This is an optimization exercise on Yosys and OpenROAD, whose aim is small area, not a production implementation. The RTL was checked by simulation tests, not by an equivalence proof against the original design. Power and IR drop assume default switching activity.

== run C ==
// blit_top
module blit_top (
    input  logic        dma_clk,
    input  logic        rst_n,
    input  logic [7:0]  mcu_din,
    input  logic        mcu_clk,
    input  logic        mcu_dir,
    input  logic [31:0] mem_rd_data,
    input  logic        mem_rd_data_valid,
    input  logic        mem_init_calib,
    output logic [7:0]  mcu_dout,
    output logic        mem_cmd,
    output logic        mem_cmd_en,
    output logic [19:0] mem_addr,
    output logic [31:0] mem_wr_data,
    output logic [3:0]  mem_data_mask
);
For scale: about 600 cells after synthesis, about 340 flip-flops, about 110 I/O pins, about 0.012 mm^2 of cells after synthesis.
==> module blit_top, before the edit <==
module blit_top (
    input  logic        dma_clk,
    input  logic        rst_n,
    input  logic [7:0]  mcu_din,
    input  logic        mcu_clk,
    input  logic        mcu_dir,
    input  logic [31:0] mem_rd_data,
    input  logic        mem_rd_data_valid,
    input  logic        mem_init_calib,
    output logic [7:0]  mcu_dout,
    output logic        mem_cmd,
    output logic        mem_cmd_en,
    output logic [19:0] mem_addr,
    output logic [31:0] mem_wr_data,
    output logic [3:0]  mem_data_mask
);
    localparam logic [2:0] S_IDLE  = 3'd0;
    localparam logic [2:0] S_LOAD  = 3'd1;
    localparam logic [2:0] S_FONT  = 3'd2;
    localparam logic [2:0] S_WAIT  = 3'd3;
    localparam logic [2:0] S_BURST = 3'd4;
    localparam logic [2:0] S_DONE  = 3'd5;
    localparam logic [2:0] S_RACK  = 3'd6;
    localparam logic [2:0] S_ROUT  = 3'd7;
    logic [3:0] clk_s;
    logic [2:0] dir_s;
    logic       clk_rise, dir;
    assign clk_rise = clk_s[2] & ~clk_s[3];
    assign dir      = dir_s[2];
    always_ff @(posedge dma_clk or negedge rst_n) begin
        if (!rst_n) begin
            clk_s <= '0;
            dir_s <= '0;
        end else begin
            clk_s <= {clk_s[2:0], mcu_clk};
            dir_s <= {dir_s[1:0], mcu_dir};
        end
    end
    logic [2:0]  state;
    logic [5:0]  cnt;        
    logic        is_read;    
    logic        is_font;    
    logic [15:0] fcolor_n, bcolor_n;
    logic        col_set;    
    logic [19:0] addr;
    logic [7:0]  wmask;
    logic [7:0][7:0] lane_n [4];   
    logic byte_in, fall, issue, step;
    logic ld_data, cap, wr_shift, rd_shift;
    logic c_sat, c_wr, c_rd, c_font, c_col;
    assign c_sat  = cnt[5] & cnt[2] & cnt[1];                  
    assign c_wr   = cnt[5] & cnt[2] & ~cnt[1] & cnt[0];        
    assign c_rd   = cnt == 6'd4;
    assign c_font = cnt == 6'd6;
    assign c_col  = cnt == 6'd8;
    assign byte_in   = (state == S_LOAD) & clk_rise & dir;
    assign fall      = (state == S_LOAD) & ~dir;
    assign issue     = (state == S_WAIT) & mem_init_calib & ~mem_rd_data_valid;
    assign step      = (state == S_BURST) & (~is_read | mem_rd_data_valid);
    assign ld_data   = byte_in & (cnt[5] ? ~cnt[2] : (cnt[4] | cnt[3] | cnt[2]));
    assign cap       = (state == S_BURST) & is_read & mem_rd_data_valid;
    assign wr_shift  = (state == S_BURST) & ~is_read & ~is_font;
    assign rd_shift  = (state == S_ROUT) & clk_rise & (cnt[1:0] == 2'd3);
    always_ff @(posedge dma_clk or negedge rst_n) begin
        if (!rst_n) begin
            state      <= S_IDLE;
            cnt        <= '0;
            is_read    <= 1'b0;
            is_font    <= 1'b0;
            mem_cmd_en <= 1'b0;
            col_set    <= 1'b0;
            bcolor_n   <= 16'hffff;
        end else begin
            mem_cmd_en <= issue;
            if ((state == S_IDLE) || (state == S_WAIT) || (state == S_DONE) || fall) begin
                cnt <= '0;
            end else if ((byte_in && !c_sat) || (state == S_FONT) || step ||
                         ((state == S_ROUT) && clk_rise)) begin
                cnt <= cnt + 6'd1;
            end
            if (fall) begin
                is_read <= c_rd;
                is_font <= c_font;
                if (c_col) begin
                    col_set  <= 1'b1;
                    bcolor_n <= {lane_n[3][7], lane_n[2][7]};
                end
            end
            case (state)
                S_IDLE:  if (dir) state <= S_LOAD;
                S_LOAD:  if (fall) state <= (c_wr || c_rd) ? S_WAIT :
                                            c_font          ? S_FONT : S_IDLE;
                S_FONT:  if (cnt[3] && cnt[0]) state <= S_WAIT;             
                S_WAIT:  if (issue) state <= S_BURST;
                S_BURST: if (step && cnt[2:0] == 3'd7) state <= S_DONE;
                S_DONE:  state <= is_read ? S_RACK : S_IDLE;
                S_RACK:  if (clk_rise) state <= S_ROUT;
                S_ROUT:  if (clk_rise && cnt[4:0] == 5'd31) state <= S_IDLE;
                default: state <= S_IDLE;
            endcase
        end
    end
    always_ff @(posedge dma_clk) begin
        if (byte_in && cnt == 6'd0) addr[7:0]   <= mcu_din;
        if (byte_in && cnt == 6'd1) addr[15:8]  <= mcu_din;
        if (byte_in && cnt == 6'd2) addr[19:16] <= mcu_din[3:0];
        if (byte_in && (cnt == 6'd5 || (cnt[5] && cnt[2]))) wmask <= mcu_din;
        if (fall && c_col) begin
            fcolor_n <= {lane_n[1][7], lane_n[0][7]};
        end
        for (int j = 0; j < 4; j++) begin
            if (cap || wr_shift || rd_shift || (ld_data && cnt[1:0] == 2'(j))) begin
                for (int s = 0; s < 7; s++) lane_n[j][s] <= lane_n[j][s+1];
                lane_n[j][7] <= ~(cap ? mem_rd_data[8*j +: 8] : mcu_din);
            end
        end
    end
    logic [1:0]  g;          
    logic [31:0] head_n;
    logic [7:0]  rd_byte_n;
    always_comb begin
        case (cnt[1:0])
            2'd0: g = ~lane_n[0][7][7:6];
            2'd1: g = ~lane_n[0][7][5:4];
            2'd2: g = ~lane_n[0][7][3:2];
            default: g = ~lane_n[0][7][1:0];
        endcase
        case (cnt[1:0])
            2'd0: rd_byte_n = lane_n[0][0];
            2'd1: rd_byte_n = lane_n[1][0];
            2'd2: rd_byte_n = lane_n[2][0];
            default: rd_byte_n = lane_n[3][0];
        endcase
    end
    assign head_n = {lane_n[3][0], lane_n[2][0], lane_n[1][0], lane_n[0][0]};
    logic [1:0] pf, pb;
    assign pf = {2{is_font & col_set}} & g;
    assign pb = {2{is_font}} & ~g;
    assign mem_cmd       = ~is_read;
    assign mem_addr      = addr;
    assign mem_wr_data   = ~(({32{~is_font}} & head_n)
                           | {{16{pf[0]}} & fcolor_n | {16{pb[0]}} & bcolor_n,
                              {16{pf[1]}} & fcolor_n | {16{pb[1]}} & bcolor_n});
    assign mem_data_mask = wmask[cnt[2:0]] ? 4'h0 : 4'hf;
    assign mcu_dout      = (state == S_ROUT) ? ~rd_byte_n
                                             : {6'b0, state == S_RACK,
                                                state == S_LOAD || state == S_FONT ||
                                                state == S_WAIT || state == S_BURST ||
                                                state == S_DONE};
endmodule
Settings: LEC_CHECK=0, CAP_MARGIN=20, CORE_MARGIN=2, CORE_UTILIZATION=65, PLACE_DENSITY=0.8, SLEW_MARGIN=20; clock period 6.0 ns.
standard.sh (not shown) runs the stock make flow with config.mk's settings and CLKGATE_MAP_FILE= SYNTH_SCRIPT=/design/flow/synth_recipe.tcl, a recipe that flattens the netlist after the stock synthesis.
==> flow/flow/run.sh <==
#!/bin/bash
# The standard layout (standard.sh) with these changes:
# - synthesis is the standard one (the standard flow's synthesis script, sourced
#   unchanged), except that the combinational mapping call to abc uses
#   flow/abc_area_map.script, an area-oriented mapping; abc does not touch
#   the registers;
# - ports are buffered with buf_1 instead of the default buffer;
# - CTS builds its tree from clkbuf_8 in clusters of up to 20 sinks,
#   without dummy loads.
# Each step's make output goes to make_<step>.log here; ORFS keeps each
# tool's full log under orfs/logs/.
set -uo pipefail
W=$(pwd)
# the synthesis script standard.sh would use
STD_SYNTH=$(grep -o 'SYNTH_SCRIPT=[^ ]*' standard.sh | head -n 1 | cut -d= -f2)
cat > "$W/area_synth.tcl" <<EOF
proc abc {args} {
  set i [lsearch -exact \$args -script]
  if {\$i >= 0} { lset args [expr {\$i + 1}] $W/flow/abc_area_map.script }
  yosys abc {*}\$args
}
source $STD_SYNTH
EOF
ARGS=(
  "SYNTH_SCRIPT=$W/area_synth.tcl"
  'BUFFER_PORTS_ARGS=-buffer_cell sky130_fd_sc_hd__buf_1'
  'CTS_ARGS=-sink_clustering_enable -repair_clock_nets -dont_use_dummy_load -buf_list sky130_fd_sc_hd__clkbuf_8 -sink_clustering_size 20 -sink_clustering_max_diameter 60'
)
for step in synth floorplan place cts route finish; do
  if ! bash standard.sh "${ARGS[@]}" "$step" > "make_$step.log" 2>&1; then
    tail -n 40 "make_$step.log"
    exit 1
  fi
done
ls -l out/final.def
==> flow/flow/abc_area_map.script <==
&get -n
&st
&dch
&nf -R 1000
&put
> inputs changed (run C -> run B)
--- a/flow/design.v
+++ b/flow/design.v
@@ -57,15 +57,19 @@
     logic [2:0] dir_s;
     logic       clk_rise, dir;
     assign clk_rise = clk_s[2] & ~clk_s[3];
     assign dir      = dir_s[2];
+    always_ff @(posedge dma_clk) begin
+        clk_s[0] <= mcu_clk;
+        dir_s[0] <= mcu_dir;
+    end
     always_ff @(posedge dma_clk or negedge rst_n) begin
         if (!rst_n) begin
-            clk_s <= '0;
-            dir_s <= '0;
+            clk_s[3:1] <= '0;
+            dir_s[2:1] <= '0;
         end else begin
-            clk_s <= {clk_s[2:0], mcu_clk};
-            dir_s <= {dir_s[1:0], mcu_dir};
+            clk_s[3:1] <= clk_s[2:0];
+            dir_s[2:1] <= dir_s[1:0];
         end
     end
     logic [2:0]  state;
     logic [5:0]  cnt;        
@@ -94,25 +98,14 @@
     assign rd_shift  = (state == S_ROUT) & clk_rise & (cnt[1:0] == 2'd3);
     always_ff @(posedge dma_clk or negedge rst_n) begin
         if (!rst_n) begin
             state      <= S_IDLE;
-            cnt        <= '0;
-            is_read    <= 1'b0;
-            is_font    <= 1'b0;
             mem_cmd_en <= 1'b0;
             col_set    <= 1'b0;
             bcolor_n   <= 16'hffff;
         end else begin
             mem_cmd_en <= issue;
-            if ((state == S_IDLE) || (state == S_WAIT) || (state == S_DONE) || fall) begin
-                cnt <= '0;
-            end else if ((byte_in && !c_sat) || (state == S_FONT) || step ||
-                         ((state == S_ROUT) && clk_rise)) begin
-                cnt <= cnt + 6'd1;
-            end
             if (fall) begin
-                is_read <= c_rd;
-                is_font <= c_font;
                 if (c_col) begin
                     col_set  <= 1'b1;
                     bcolor_n <= {lane_n[3][7], lane_n[2][7]};
                 end
@@ -128,8 +121,20 @@
                 S_RACK:  if (clk_rise) state <= S_ROUT;
                 S_ROUT:  if (clk_rise && cnt[4:0] == 5'd31) state <= S_IDLE;
                 default: state <= S_IDLE;
             endcase
+        end
+    end
+    always_ff @(posedge dma_clk) begin
+        if ((state == S_IDLE) || (state == S_WAIT) || (state == S_DONE) || fall) begin
+            cnt <= '0;
+        end else if ((byte_in && !c_sat) || (state == S_FONT) || step ||
+                     ((state == S_ROUT) && clk_rise)) begin
+            cnt <= cnt + 6'd1;
+        end
+        if (fall) begin
+            is_read <= c_rd;
+            is_font <= c_font;
         end
     end
     always_ff @(posedge dma_clk) begin
         if (byte_in && cnt == 6'd0) addr[7:0]   <= mcu_din;
Results
Run B vs. run C: clock group share of total power now sits higher, count of multi-input gates decreased by 3 relative to the old numbers, worst hold-check slack shrank by 22 ps, global-route track usage on met1 grew by 1.4 points, sequential share of layout area saw little to no change.

static timing again, ports no longer ideal:
In the flow no input, the clock included, has a driving cell. The finished layouts below were timed again as built, in two steps. Step 1 (the two cells are an assumption about what drives the block):
set clk [get_ports {dma_clk}]
set_driving_cell -lib_cell sky130_fd_sc_hd__clkbuf_16 $clk
set_driving_cell -lib_cell sky130_fd_sc_hd__buf_2 [delete_from_list [all_inputs] $clk]
Step 2 times the ports against the registers' clock, not the clock port: input delays grow and output delays shrink by t, the midpoint of the rising clock arrivals with the driver on. Three values: no drivers, after step 1, after step 2; two values: the first two.
run	shift t [ns]	setup slack, ns	latest minus earliest clock arrival (ns)
run C	0.567	1.259 / 1.220 / 1.786	0.059 / 0.059
run B	0.568	1.394 / 1.355 / 1.922	0.029 / 0.029
After both steps setup and hold are still met in every run listed.
